From an optimization exercise on the open Yosys and OpenROAD flow, aimed at small area, a short achievable clock period and few clock cycles per item; shortcuts taken in it are not production practice.
Power is estimated from default activity; no workload was simulated.

==> v39 <==
## fpu_top
module fpu_top (
    input  logic            clk,
    input  logic            rst,
    input  logic            in_valid,
    output logic            in_ready,
    input  logic [31:0]     op_a,
    input  logic [31:0]     op_b,
    input  logic [1:0]      op,
    output logic            out_valid,
    input  logic            out_ready,
    output logic [31:0]     result,
    output logic [3:0]      flags
);
    localparam logic [1:0] SP_NONE = 2'd0;
    localparam logic [1:0] SP_NAN  = 2'd1;
    localparam logic [1:0] SP_INF  = 2'd2;
    localparam logic [1:0] SP_ZERO = 2'd3;
    logic v1, v2, ov, kv;
    logic go;
    assign go        = !kv;       
    assign in_ready  = go;
    assign out_valid = ov;
    logic [31:0] r1_a, r1_b;
    logic [1:0]  r1_op;
    always_ff @(posedge clk) begin
        if (rst)     v1 <= 1'b0;
        else if (go) v1 <= in_valid;
    end
    always_ff @(posedge clk) begin
        if (go) begin
            r1_a  <= op_a;
            r1_b  <= op_b;
            r1_op <= op;
        end
    end
  ...
clock: 13.0 ns
lec_check: 0
cap_margin: 20
core_margin: 2
core_utilization: 45
place_density: 0.6
slew_margin: 20
standard.sh (not shown) runs the stock make flow with config.mk's settings and CLKGATE_MAP_FILE= SYNTH_SCRIPT=/design/flow/synth_recipe.tcl, a recipe that flattens the netlist after the stock synthesis.
==> flow/flow/run.sh <==
#!/bin/bash
# Standard layout, with timing repair aiming below the clock period:
# repair_timing works until every path has SETUP_SLACK_MARGIN ns to spare.
set -o pipefail
bash standard.sh SETUP_SLACK_MARGIN=8.7 finish > flow.log 2>&1
==> inputs of v29, as changes to v39 <==
==> flow/flow/run.sh (replaced) <==
#!/bin/bash
# Standard layout, with timing repair aiming below the clock period:
# repair_timing works until every path has SETUP_SLACK_MARGIN ns to spare.
set -o pipefail
bash standard.sh SETUP_SLACK_MARGIN=8.3 finish > flow.log 2>&1
==> impl_metrics.ini <==
[detailed_routing]
drt_pass1_iterations = 6

[critical_path]
cp_cell_sequence = buf_4 > ha_4 > nor2_2 > buf_12 > xnor2_1 > fa_1 > fa_1 > inv_1 > fa_1 > fa_1 > inv_1 > fa_1 > nand2_1 > o21ai_0
critical_path_arrival_ns = 4.93

[clock_tree]
number_of_buffers_inserted_by_post_cts_setup_repair = 6

[run_status]
outcome = finished clean

[power]
powerDensity_nw_per_um2 = 221.1
That was v29.
==> impl_metrics.ini <==
[power]
powerDensity_nw_per_um2 = 215.2

[critical_path]
cp_cell_sequence = buf_4 > nor3_4 > a21o_4 > a22oi_1 > xor2_1 > fa_1 > inv_1 > fa_1 > inv_1 > fa_2 > fa_1 > inv_2 > fa_1 > nand2_1 > o21ai_0
critical_path_arrival_ns = 4.71
max_stage_delay_ns = 0.55

[clock_tree]
number_of_buffers_inserted_by_post_cts_setup_repair = 118

[run_status]
outcome = finished clean
That was v39.
No functional check of the RTL was part of any run of this note.

========
==> run X <==
fpu_top, a different RTL version from the one above (not shown whole).
export LEC_CHECK = 0
export CAP_MARGIN = 20
export CORE_MARGIN = 2
export CORE_UTILIZATION = 45
export PLACE_DENSITY = 0.6
export SLEW_MARGIN = 20
create_clock -name core_clock -period 13.0 [get_ports {clk}]
==> flow/flow/run.sh <==
#!/bin/bash
# Standard layout with two changes:
#  - after the standard synthesis, flow/fixinv.py removes inverters between
#    full-adder cells (a full adder is self-dual, so a cell can work on
#    complemented inputs and give complemented outputs); registers and all
#    other cells are untouched;
#  - timing repair aims below the clock period: repair_timing works until
#    every path has SETUP_SLACK_MARGIN ns to spare;
#  - every input and output port still gets a buffer, a buf_2 rather than
#    the slow clkdlybuf4s50 delay cell that buffer_ports picks by default.
set -euo pipefail
M=8.3
R=orfs/results/sky130hd/fpu_top/base
bash standard.sh SETUP_SLACK_MARGIN=$M synth > synth.log 2>&1
cp $R/1_2_yosys.v synth_netlist_orig.log
python3 flow/fixinv.py synth_netlist_orig.log $R/1_2_yosys.v > fixinv.log 2>&1
touch $R/1_2_yosys.v
bash standard.sh SETUP_SLACK_MARGIN=$M "BUFFER_PORTS_ARGS=-buffer_cell sky130_fd_sc_hd__buf_2" finish > flow.log 2>&1
Other scripts of this flow, unchanged in this note and not shown: flow/flow/fixinv.py
==> run F (differences from run X) <==
--- a/flow/design.v
+++ b/flow/design.v
@@ -34,16 +34,35 @@
         CLS_NORMAL = 2'd1,
         CLS_INF    = 2'd2,
         CLS_NAN    = 2'd3
     } fp_class_t;
 endpackage
 `default_nettype wire
 `timescale 1ns/1ps
 `default_nettype none
+module fp_booth_enc (
+    input  wire [22:0] f,
+    output wire [11:0] one,
+    output wire [11:0] two,
+    output wire [11:0] neg
+);
+    wire [25:0] x = {2'b01, f, 1'b0};    
+    for (genvar i = 0; i < 12; i++) begin : g_dig
+        wire x2 = x[2*i+2];
+        wire x1 = x[2*i+1];
+        wire x0 = x[2*i];
+        assign one[i] = x1 ^ x0;
+        assign two[i] = (x2 & ~x1 & ~x0) | (~x2 & x1 & x0);
+        assign neg[i] = x2 & ~(x1 & x0);
+    end
+endmodule
+`default_nettype wire
+`timescale 1ns/1ps
+`default_nettype none
 module fp_tz24 (
     input  wire [22:0] f,
     output wire [4:0]  tz
 );
     wire [31:0] y = {8'hFF, 1'b1, f};
     wire [15:0] v1;
     wire        c1 [0:15];
     wire [7:0]  v2;
@@ -138,24 +157,26 @@
     end
     assign lz = v4[1] ? {1'b0, c4[1]} : {1'b1, c4[0]};
 endmodule
 `default_nettype wire
 `timescale 1ns/1ps
 `default_nettype none
 module fp_mul_core (
     input  wire [22:0] a,
-    input  wire [22:0] b,
+    input  wire [11:0] bd_one,    
+    input  wire [11:0] bd_two,
+    input  wire [11:0] bd_neg,
     output wire [47:0] cs_s,
     output wire [47:0] cs_c,
     output wire [47:0] cs_t
 );
-    wire one0 = b[0] ^ 1'b0;
-    wire two0 = (b[1] & ~b[0] & ~1'b0) | (~b[1] & b[0] & 1'b0);
-    wire neg0 = b[1] & ~(b[0] & 1'b0);
+    wire one0 = bd_one[0];
+    wire two0 = bd_two[0];
+    wire neg0 = bd_neg[0];
     wire pp0_0 = ((a[0] & one0)) ^ neg0;
     wire pp0_1 = ((a[1] & one0) | (a[0] & two0)) ^ neg0;
     wire pp0_2 = ((a[2] & one0) | (a[1] & two0)) ^ neg0;
     wire pp0_3 = ((a[3] & one0) | (a[2] & two0)) ^ neg0;
     wire pp0_4 = ((a[4] & one0) | (a[3] & two0)) ^ neg0;
     wire pp0_5 = ((a[5] & one0) | (a[4] & two0)) ^ neg0;
     wire pp0_6 = ((a[6] & one0) | (a[5] & two0)) ^ neg0;
     wire pp0_7 = ((a[7] & one0) | (a[6] & two0)) ^ neg0;
@@ -172,19 +193,19 @@
     wire pp0_18 = ((a[18] & one0) | (a[17] & two0)) ^ neg0;
     wire pp0_19 = ((a[19] & one0) | (a[18] & two0)) ^ neg0;
     wire pp0_20 = ((a[20] & one0) | (a[19] & two0)) ^ neg0;
     wire pp0_21 = ((a[21] & one0) | (a[20] & two0)) ^ neg0;
     wire pp0_22 = ((a[22] & one0) | (a[21] & two0)) ^ neg0;
     wire pp0_23 = (one0 | (a[22] & two0)) ^ neg0;
     wire pp0_24 = (two0) ^ neg0;
     wire sn0 = ~neg0;
-    wire one1 = b[2] ^ b[1];
-    wire two1 = (b[3] & ~b[2] & ~b[1]) | (~b[3] & b[2] & b[1]);
-    wire neg1 = b[3] & ~(b[2] & b[1]);
+    wire one1 = bd_one[1];
+    wire two1 = bd_two[1];
+    wire neg1 = bd_neg[1];
     wire pp1_0 = ((a[0] & one1)) ^ neg1;
     wire pp1_1 = ((a[1] & one1) | (a[0] & two1)) ^ neg1;
     wire pp1_2 = ((a[2] & one1) | (a[1] & two1)) ^ neg1;
     wire pp1_3 = ((a[3] & one1) | (a[2] & two1)) ^ neg1;
     wire pp1_4 = ((a[4] & one1) | (a[3] & two1)) ^ neg1;
     wire pp1_5 = ((a[5] & one1) | (a[4] & two1)) ^ neg1;
     wire pp1_6 = ((a[6] & one1) | (a[5] & two1)) ^ neg1;
     wire pp1_7 = ((a[7] & one1) | (a[6] & two1)) ^ neg1;
@@ -201,19 +222,19 @@
     wire pp1_18 = ((a[18] & one1) | (a[17] & two1)) ^ neg1;
     wire pp1_19 = ((a[19] & one1) | (a[18] & two1)) ^ neg1;
     wire pp1_20 = ((a[20] & one1) | (a[19] & two1)) ^ neg1;
     wire pp1_21 = ((a[21] & one1) | (a[20] & two1)) ^ neg1;
     wire pp1_22 = ((a[22] & one1) | (a[21] & two1)) ^ neg1;
     wire pp1_23 = (one1 | (a[22] & two1)) ^ neg1;
     wire pp1_24 = (two1) ^ neg1;
     wire sn1 = ~neg1;
-    wire one2 = b[4] ^ b[3];
-    wire two2 = (b[5] & ~b[4] & ~b[3]) | (~b[5] & b[4] & b[3]);
-    wire neg2 = b[5] & ~(b[4] & b[3]);
+    wire one2 = bd_one[2];
+    wire two2 = bd_two[2];
+    wire neg2 = bd_neg[2];
     wire pp2_0 = ((a[0] & one2)) ^ neg2;
     wire pp2_1 = ((a[1] & one2) | (a[0] & two2)) ^ neg2;
     wire pp2_2 = ((a[2] & one2) | (a[1] & two2)) ^ neg2;
     wire pp2_3 = ((a[3] & one2) | (a[2] & two2)) ^ neg2;
     wire pp2_4 = ((a[4] & one2) | (a[3] & two2)) ^ neg2;
     wire pp2_5 = ((a[5] & one2) | (a[4] & two2)) ^ neg2;
     wire pp2_6 = ((a[6] & one2) | (a[5] & two2)) ^ neg2;
     wire pp2_7 = ((a[7] & one2) | (a[6] & two2)) ^ neg2;
@@ -230,19 +251,19 @@
     wire pp2_18 = ((a[18] & one2) | (a[17] & two2)) ^ neg2;
     wire pp2_19 = ((a[19] & one2) | (a[18] & two2)) ^ neg2;
     wire pp2_20 = ((a[20] & one2) | (a[19] & two2)) ^ neg2;
     wire pp2_21 = ((a[21] & one2) | (a[20] & two2)) ^ neg2;
     wire pp2_22 = ((a[22] & one2) | (a[21] & two2)) ^ neg2;
     wire pp2_23 = (one2 | (a[22] & two2)) ^ neg2;
     wire pp2_24 = (two2) ^ neg2;
     wire sn2 = ~neg2;
-    wire one3 = b[6] ^ b[5];
-    wire two3 = (b[7] & ~b[6] & ~b[5]) | (~b[7] & b[6] & b[5]);
-    wire neg3 = b[7] & ~(b[6] & b[5]);
+    wire one3 = bd_one[3];
+    wire two3 = bd_two[3];
+    wire neg3 = bd_neg[3];
     wire pp3_0 = ((a[0] & one3)) ^ neg3;
     wire pp3_1 = ((a[1] & one3) | (a[0] & two3)) ^ neg3;
     wire pp3_2 = ((a[2] & one3) | (a[1] & two3)) ^ neg3;
     wire pp3_3 = ((a[3] & one3) | (a[2] & two3)) ^ neg3;
     wire pp3_4 = ((a[4] & one3) | (a[3] & two3)) ^ neg3;
     wire pp3_5 = ((a[5] & one3) | (a[4] & two3)) ^ neg3;
     wire pp3_6 = ((a[6] & one3) | (a[5] & two3)) ^ neg3;
     wire pp3_7 = ((a[7] & one3) | (a[6] & two3)) ^ neg3;
@@ -259,19 +280,19 @@
     wire pp3_18 = ((a[18] & one3) | (a[17] & two3)) ^ neg3;
     wire pp3_19 = ((a[19] & one3) | (a[18] & two3)) ^ neg3;
     wire pp3_20 = ((a[20] & one3) | (a[19] & two3)) ^ neg3;
     wire pp3_21 = ((a[21] & one3) | (a[20] & two3)) ^ neg3;
     wire pp3_22 = ((a[22] & one3) | (a[21] & two3)) ^ neg3;
     wire pp3_23 = (one3 | (a[22] & two3)) ^ neg3;
     wire pp3_24 = (two3) ^ neg3;
     wire sn3 = ~neg3;
-    wire one4 = b[8] ^ b[7];
-    wire two4 = (b[9] & ~b[8] & ~b[7]) | (~b[9] & b[8] & b[7]);
-    wire neg4 = b[9] & ~(b[8] & b[7]);
+    wire one4 = bd_one[4];
+    wire two4 = bd_two[4];
+    wire neg4 = bd_neg[4];
     wire pp4_0 = ((a[0] & one4)) ^ neg4;
     wire pp4_1 = ((a[1] & one4) | (a[0] & two4)) ^ neg4;
     wire pp4_2 = ((a[2] & one4) | (a[1] & two4)) ^ neg4;
     wire pp4_3 = ((a[3] & one4) | (a[2] & two4)) ^ neg4;
     wire pp4_4 = ((a[4] & one4) | (a[3] & two4)) ^ neg4;
     wire pp4_5 = ((a[5] & one4) | (a[4] & two4)) ^ neg4;
     wire pp4_6 = ((a[6] & one4) | (a[5] & two4)) ^ neg4;
     wire pp4_7 = ((a[7] & one4) | (a[6] & two4)) ^ neg4;
@@ -288,19 +309,19 @@
     wire pp4_18 = ((a[18] & one4) | (a[17] & two4)) ^ neg4;
     wire pp4_19 = ((a[19] & one4) | (a[18] & two4)) ^ neg4;
     wire pp4_20 = ((a[20] & one4) | (a[19] & two4)) ^ neg4;
     wire pp4_21 = ((a[21] & one4) | (a[20] & two4)) ^ neg4;
     wire pp4_22 = ((a[22] & one4) | (a[21] & two4)) ^ neg4;
     wire pp4_23 = (one4 | (a[22] & two4)) ^ neg4;
     wire pp4_24 = (two4) ^ neg4;
     wire sn4 = ~neg4;
-    wire one5 = b[10] ^ b[9];
-    wire two5 = (b[11] & ~b[10] & ~b[9]) | (~b[11] & b[10] & b[9]);
-    wire neg5 = b[11] & ~(b[10] & b[9]);
+    wire one5 = bd_one[5];
+    wire two5 = bd_two[5];
+    wire neg5 = bd_neg[5];
     wire pp5_0 = ((a[0] & one5)) ^ neg5;
     wire pp5_1 = ((a[1] & one5) | (a[0] & two5)) ^ neg5;
     wire pp5_2 = ((a[2] & one5) | (a[1] & two5)) ^ neg5;
     wire pp5_3 = ((a[3] & one5) | (a[2] & two5)) ^ neg5;
     wire pp5_4 = ((a[4] & one5) | (a[3] & two5)) ^ neg5;
     wire pp5_5 = ((a[5] & one5) | (a[4] & two5)) ^ neg5;
     wire pp5_6 = ((a[6] & one5) | (a[5] & two5)) ^ neg5;
     wire pp5_7 = ((a[7] & one5) | (a[6] & two5)) ^ neg5;
@@ -317,19 +338,19 @@
     wire pp5_18 = ((a[18] & one5) | (a[17] & two5)) ^ neg5;
     wire pp5_19 = ((a[19] & one5) | (a[18] & two5)) ^ neg5;
     wire pp5_20 = ((a[20] & one5) | (a[19] & two5)) ^ neg5;
     wire pp5_21 = ((a[21] & one5) | (a[20] & two5)) ^ neg5;
     wire pp5_22 = ((a[22] & one5) | (a[21] & two5)) ^ neg5;
     wire pp5_23 = (one5 | (a[22] & two5)) ^ neg5;
     wire pp5_24 = (two5) ^ neg5;
     wire sn5 = ~neg5;
-    wire one6 = b[12] ^ b[11];
-    wire two6 = (b[13] & ~b[12] & ~b[11]) | (~b[13] & b[12] & b[11]);
-    wire neg6 = b[13] & ~(b[12] & b[11]);
+    wire one6 = bd_one[6];
+    wire two6 = bd_two[6];
+    wire neg6 = bd_neg[6];
     wire pp6_0 = ((a[0] & one6)) ^ neg6;
     wire pp6_1 = ((a[1] & one6) | (a[0] & two6)) ^ neg6;
     wire pp6_2 = ((a[2] & one6) | (a[1] & two6)) ^ neg6;
     wire pp6_3 = ((a[3] & one6) | (a[2] & two6)) ^ neg6;
     wire pp6_4 = ((a[4] & one6) | (a[3] & two6)) ^ neg6;
     wire pp6_5 = ((a[5] & one6) | (a[4] & two6)) ^ neg6;
     wire pp6_6 = ((a[6] & one6) | (a[5] & two6)) ^ neg6;
     wire pp6_7 = ((a[7] & one6) | (a[6] & two6)) ^ neg6;
@@ -346,19 +367,19 @@
     wire pp6_18 = ((a[18] & one6) | (a[17] & two6)) ^ neg6;
     wire pp6_19 = ((a[19] & one6) | (a[18] & two6)) ^ neg6;
     wire pp6_20 = ((a[20] & one6) | (a[19] & two6)) ^ neg6;
     wire pp6_21 = ((a[21] & one6) | (a[20] & two6)) ^ neg6;
     wire pp6_22 = ((a[22] & one6) | (a[21] & two6)) ^ neg6;
     wire pp6_23 = (one6 | (a[22] & two6)) ^ neg6;
     wire pp6_24 = (two6) ^ neg6;
     wire sn6 = ~neg6;
-    wire one7 = b[14] ^ b[13];
-    wire two7 = (b[15] & ~b[14] & ~b[13]) | (~b[15] & b[14] & b[13]);
-    wire neg7 = b[15] & ~(b[14] & b[13]);
+    wire one7 = bd_one[7];
+    wire two7 = bd_two[7];
+    wire neg7 = bd_neg[7];
     wire pp7_0 = ((a[0] & one7)) ^ neg7;
     wire pp7_1 = ((a[1] & one7) | (a[0] & two7)) ^ neg7;
     wire pp7_2 = ((a[2] & one7) | (a[1] & two7)) ^ neg7;
     wire pp7_3 = ((a[3] & one7) | (a[2] & two7)) ^ neg7;
     wire pp7_4 = ((a[4] & one7) | (a[3] & two7)) ^ neg7;
     wire pp7_5 = ((a[5] & one7) | (a[4] & two7)) ^ neg7;
     wire pp7_6 = ((a[6] & one7) | (a[5] & two7)) ^ neg7;
     wire pp7_7 = ((a[7] & one7) | (a[6] & two7)) ^ neg7;
@@ -375,19 +396,19 @@
     wire pp7_18 = ((a[18] & one7) | (a[17] & two7)) ^ neg7;
     wire pp7_19 = ((a[19] & one7) | (a[18] & two7)) ^ neg7;
     wire pp7_20 = ((a[20] & one7) | (a[19] & two7)) ^ neg7;
     wire pp7_21 = ((a[21] & one7) | (a[20] & two7)) ^ neg7;
     wire pp7_22 = ((a[22] & one7) | (a[21] & two7)) ^ neg7;
     wire pp7_23 = (one7 | (a[22] & two7)) ^ neg7;
     wire pp7_24 = (two7) ^ neg7;
     wire sn7 = ~neg7;
-    wire one8 = b[16] ^ b[15];
-    wire two8 = (b[17] & ~b[16] & ~b[15]) | (~b[17] & b[16] & b[15]);
-    wire neg8 = b[17] & ~(b[16] & b[15]);
+    wire one8 = bd_one[8];
+    wire two8 = bd_two[8];
+    wire neg8 = bd_neg[8];
     wire pp8_0 = ((a[0] & one8)) ^ neg8;
     wire pp8_1 = ((a[1] & one8) | (a[0] & two8)) ^ neg8;
     wire pp8_2 = ((a[2] & one8) | (a[1] & two8)) ^ neg8;
     wire pp8_3 = ((a[3] & one8) | (a[2] & two8)) ^ neg8;
     wire pp8_4 = ((a[4] & one8) | (a[3] & two8)) ^ neg8;
     wire pp8_5 = ((a[5] & one8) | (a[4] & two8)) ^ neg8;
     wire pp8_6 = ((a[6] & one8) | (a[5] & two8)) ^ neg8;
     wire pp8_7 = ((a[7] & one8) | (a[6] & two8)) ^ neg8;
@@ -404,19 +425,19 @@
     wire pp8_18 = ((a[18] & one8) | (a[17] & two8)) ^ neg8;
     wire pp8_19 = ((a[19] & one8) | (a[18] & two8)) ^ neg8;
     wire pp8_20 = ((a[20] & one8) | (a[19] & two8)) ^ neg8;
     wire pp8_21 = ((a[21] & one8) | (a[20] & two8)) ^ neg8;
     wire pp8_22 = ((a[22] & one8) | (a[21] & two8)) ^ neg8;
     wire pp8_23 = (one8 | (a[22] & two8)) ^ neg8;
     wire pp8_24 = (two8) ^ neg8;
     wire sn8 = ~neg8;
-    wire one9 = b[18] ^ b[17];
-    wire two9 = (b[19] & ~b[18] & ~b[17]) | (~b[19] & b[18] & b[17]);
-    wire neg9 = b[19] & ~(b[18] & b[17]);
+    wire one9 = bd_one[9];
+    wire two9 = bd_two[9];
+    wire neg9 = bd_neg[9];
     wire pp9_0 = ((a[0] & one9)) ^ neg9;
     wire pp9_1 = ((a[1] & one9) | (a[0] & two9)) ^ neg9;
     wire pp9_2 = ((a[2] & one9) | (a[1] & two9)) ^ neg9;
     wire pp9_3 = ((a[3] & one9) | (a[2] & two9)) ^ neg9;
     wire pp9_4 = ((a[4] & one9) | (a[3] & two9)) ^ neg9;
     wire pp9_5 = ((a[5] & one9) | (a[4] & two9)) ^ neg9;
     wire pp9_6 = ((a[6] & one9) | (a[5] & two9)) ^ neg9;
     wire pp9_7 = ((a[7] & one9) | (a[6] & two9)) ^ neg9;
@@ -433,19 +454,19 @@
     wire pp9_18 = ((a[18] & one9) | (a[17] & two9)) ^ neg9;
     wire pp9_19 = ((a[19] & one9) | (a[18] & two9)) ^ neg9;
     wire pp9_20 = ((a[20] & one9) | (a[19] & two9)) ^ neg9;
     wire pp9_21 = ((a[21] & one9) | (a[20] & two9)) ^ neg9;
     wire pp9_22 = ((a[22] & one9) | (a[21] & two9)) ^ neg9;
     wire pp9_23 = (one9 | (a[22] & two9)) ^ neg9;
     wire pp9_24 = (two9) ^ neg9;
     wire sn9 = ~neg9;
-    wire one10 = b[20] ^ b[19];
-    wire two10 = (b[21] & ~b[20] & ~b[19]) | (~b[21] & b[20] & b[19]);
-    wire neg10 = b[21] & ~(b[20] & b[19]);
+    wire one10 = bd_one[10];
+    wire two10 = bd_two[10];
+    wire neg10 = bd_neg[10];
     wire pp10_0 = ((a[0] & one10)) ^ neg10;
     wire pp10_1 = ((a[1] & one10) | (a[0] & two10)) ^ neg10;
     wire pp10_2 = ((a[2] & one10) | (a[1] & two10)) ^ neg10;
     wire pp10_3 = ((a[3] & one10) | (a[2] & two10)) ^ neg10;
     wire pp10_4 = ((a[4] & one10) | (a[3] & two10)) ^ neg10;
     wire pp10_5 = ((a[5] & one10) | (a[4] & two10)) ^ neg10;
     wire pp10_6 = ((a[6] & one10) | (a[5] & two10)) ^ neg10;
     wire pp10_7 = ((a[7] & one10) | (a[6] & two10)) ^ neg10;
@@ -462,19 +483,19 @@
     wire pp10_18 = ((a[18] & one10) | (a[17] & two10)) ^ neg10;
     wire pp10_19 = ((a[19] & one10) | (a[18] & two10)) ^ neg10;
     wire pp10_20 = ((a[20] & one10) | (a[19] & two10)) ^ neg10;
     wire pp10_21 = ((a[21] & one10) | (a[20] & two10)) ^ neg10;
     wire pp10_22 = ((a[22] & one10) | (a[21] & two10)) ^ neg10;
     wire pp10_23 = (one10 | (a[22] & two10)) ^ neg10;
     wire pp10_24 = (two10) ^ neg10;
     wire sn10 = ~neg10;
-    wire one11 = b[22] ^ b[21];
-    wire two11 = (1'b1 & ~b[22] & ~b[21]) | (~1'b1 & b[22] & b[21]);
-    wire neg11 = 1'b1 & ~(b[22] & b[21]);
+    wire one11 = bd_one[11];
+    wire two11 = bd_two[11];
+    wire neg11 = bd_neg[11];
     wire pp11_0 = ((a[0] & one11)) ^ neg11;
     wire pp11_1 = ((a[1] & one11) | (a[0] & two11)) ^ neg11;
     wire pp11_2 = ((a[2] & one11) | (a[1] & two11)) ^ neg11;
     wire pp11_3 = ((a[3] & one11) | (a[2] & two11)) ^ neg11;
     wire pp11_4 = ((a[4] & one11) | (a[3] & two11)) ^ neg11;
     wire pp11_5 = ((a[5] & one11) | (a[4] & two11)) ^ neg11;
     wire pp11_6 = ((a[6] & one11) | (a[5] & two11)) ^ neg11;
     wire pp11_7 = ((a[7] & one11) | (a[6] & two11)) ^ neg11;
@@ -1164,25 +1185,30 @@
     logic v1, v2, ov, kv;
     logic ir, ovn;                
     logic go;
     assign go        = !kv;       
     assign in_ready  = ir;
     assign out_valid = !ovn;
     logic [31:0] r1_a, r1_b;
     logic [1:0]  r1_op;
+    logic [11:0] bd_one, bd_two, bd_neg, r1_one, r1_two, r1_neg;
+    fp_booth_enc u_benc (.f (op_b[22:0]), .one (bd_one), .two (bd_two), .neg (bd_neg));
     always_ff @(posedge clk) begin
         if (rst)     v1 <= 1'b0;
         else if (go) v1 <= in_valid;
     end
     always_ff @(posedge clk) begin
         if (go) begin
             r1_a  <= op_a;
             r1_b  <= op_b;
             r1_op <= op;
+            r1_one <= bd_one;
+            r1_two <= bd_two;
+            r1_neg <= bd_neg;
         end
     end
     logic        sa, sb, esb;
     logic [7:0]  ea, eb;
     logic [22:0] fa, fb;
     logic        za, zb, inf_a, inf_b, nan_a, nan_b;
     logic        is_mul, is_rsvd;
     logic        a_ge, a_eq;
@@ -1271,21 +1297,23 @@
     assign lo_pos    = small_z ? 6'd32 : ({1'b0, tz_s} + 6'd3);
     assign st0       = ({1'b0, shamt} >= lo_pos);
     assign al0       = {sig_x, {3{eff_sub}}};
     assign al16      = shamt[4] ? {{16{eff_sub}}, al0[26:16]} : al0;
     assign al8       = shamt[3] ? {{8{eff_sub}}, al16[26:8]} : al16;
     logic [47:0] cs_s, cs_c, cs_t;
     logic [9:0]  mexp;
     fp_mul_core u_mul (
-        .a    (fa),
-        .b    (fb),
-        .cs_s (cs_s),
-        .cs_c (cs_c),
-        .cs_t (cs_t)
+        .a      (fa),
+        .bd_one (r1_one),
+        .bd_two (r1_two),
+        .bd_neg (r1_neg),
+        .cs_s   (cs_s),
+        .cs_c   (cs_c),
+        .cs_t   (cs_t)
     );
     localparam logic [9:0] MINUS_BIAS = 10'h381;
     logic [9:0] me_s, me_c;
     assign me_s = {2'b00, ea} ^ {2'b00, eb} ^ MINUS_BIAS;
     assign me_c = {(({1'b0, ea[7:0]} & {1'b0, eb[7:0]}) |
                     ({1'b0, ea[7:0]} & MINUS_BIAS[8:0]) |
                     ({1'b0, eb[7:0]} & MINUS_BIAS[8:0])), 1'b0};
     fp_pfx_add #(.W(10)) u_mexp (.a (me_s), .b (me_c), .cin (1'b0), .s (mexp), .co ());
--- a/flow/flow/run.sh
+++ b/flow/flow/run.sh
@@ -4,15 +4,15 @@
 #    full-adder cells (a full adder is self-dual, so a cell can work on
 #    complemented inputs and give complemented outputs); registers and all
 #    other cells are untouched;
 #  - timing repair aims below the clock period: repair_timing works until
 #    every path has SETUP_SLACK_MARGIN ns to spare;
 #  - every input and output port still gets a buffer, a buf_2 rather than
 #    the slow clkdlybuf4s50 delay cell that buffer_ports picks by default.
 set -euo pipefail
-M=8.3
+M=8.8
 R=orfs/results/sky130hd/fpu_top/base
 bash standard.sh SETUP_SLACK_MARGIN=$M synth > synth.log 2>&1
 cp $R/1_2_yosys.v synth_netlist_orig.log
 python3 flow/fixinv.py synth_netlist_orig.log $R/1_2_yosys.v > fixinv.log 2>&1
 touch $R/1_2_yosys.v
 bash standard.sh SETUP_SLACK_MARGIN=$M "BUFFER_PORTS_ARGS=-buffer_cell sky130_fd_sc_hd__buf_2" finish > flow.log 2>&1
==> notes.md <==
quantity	run X	run F
Share of power burned in registers	25.1%	26.0%
Result of the run	complete, no violations	complete, no violations
Maximum fanout along the worst path	32	24
Fraction of met1 tracks used by global routing	38.6%	37.1%
Clock group share of total power	14.9%	14.6%
P_comb	5530 uW	5570 uW
Multi-input combinational cell area	22500 um2	22400 um2
Register-to-register setup slack	8.48 ns	8.85 ns
Critical R2R Capture	r2_s[22]	r2_s[30]
TritonCTS Buffers	47	49
Number of nets produced by synthesis	3991	3977
Switching power share of the total	45.3%	44.3%
Finished layout cell area	39500 um2	41000 um2
Cell type of the slowest stage on the worst timing path	nor2b_2	edfxtp_1
Final setup slack of the worst path	8.48 ns	8.85 ns
Worst Path Buf+Inv	3	1
Required time reported for the critical path endpoint	13.33 ns	13.26 ns
Resized Gates After CTS	9	25
Startpoint of the most critical hold path	r2_e[7]	r2_e[8]
Global-route wire length before repair	179 mm	173 mm
No functional check of the RTL was part of any run of this note.

port drivers added, routing unchanged:
In the flow no input, the clock included, has a driving cell. The finished layouts below were timed again as built, in two steps.
Step 1: set_driving_cell puts a clkbuf_16 on clk and a buf_2 on each other input, an assumption about the parent block.
Step 2 moves the port delays by t, midway between the first and last clock arrival at a register: inputs arrive t later, outputs are due t later. That takes back most of the time a late clock gives input paths.
Slacks: no drivers / after step 1 / after step 2; pairs: no drivers / after step 1.
| run | t, ns | setup slack, ns | worst setup path after step 2 |
|---|---|---|---|
| v39 | 0.663 | 8.591 / 8.591 / 8.282 | input to register |
| v29 | 0.655 | 8.374 / 8.374 / 8.374 | register to register |
| run X | 0.682 | 8.483 / 8.483 / 8.436 | input to register |
| run F | 0.678 | 8.849 / 8.849 / 8.587 | input to register |
After both steps every run listed still meets setup and hold. The setup slack of v39, which loses most, moves by 0.000 ns with the drivers and by -0.309 ns with both steps.
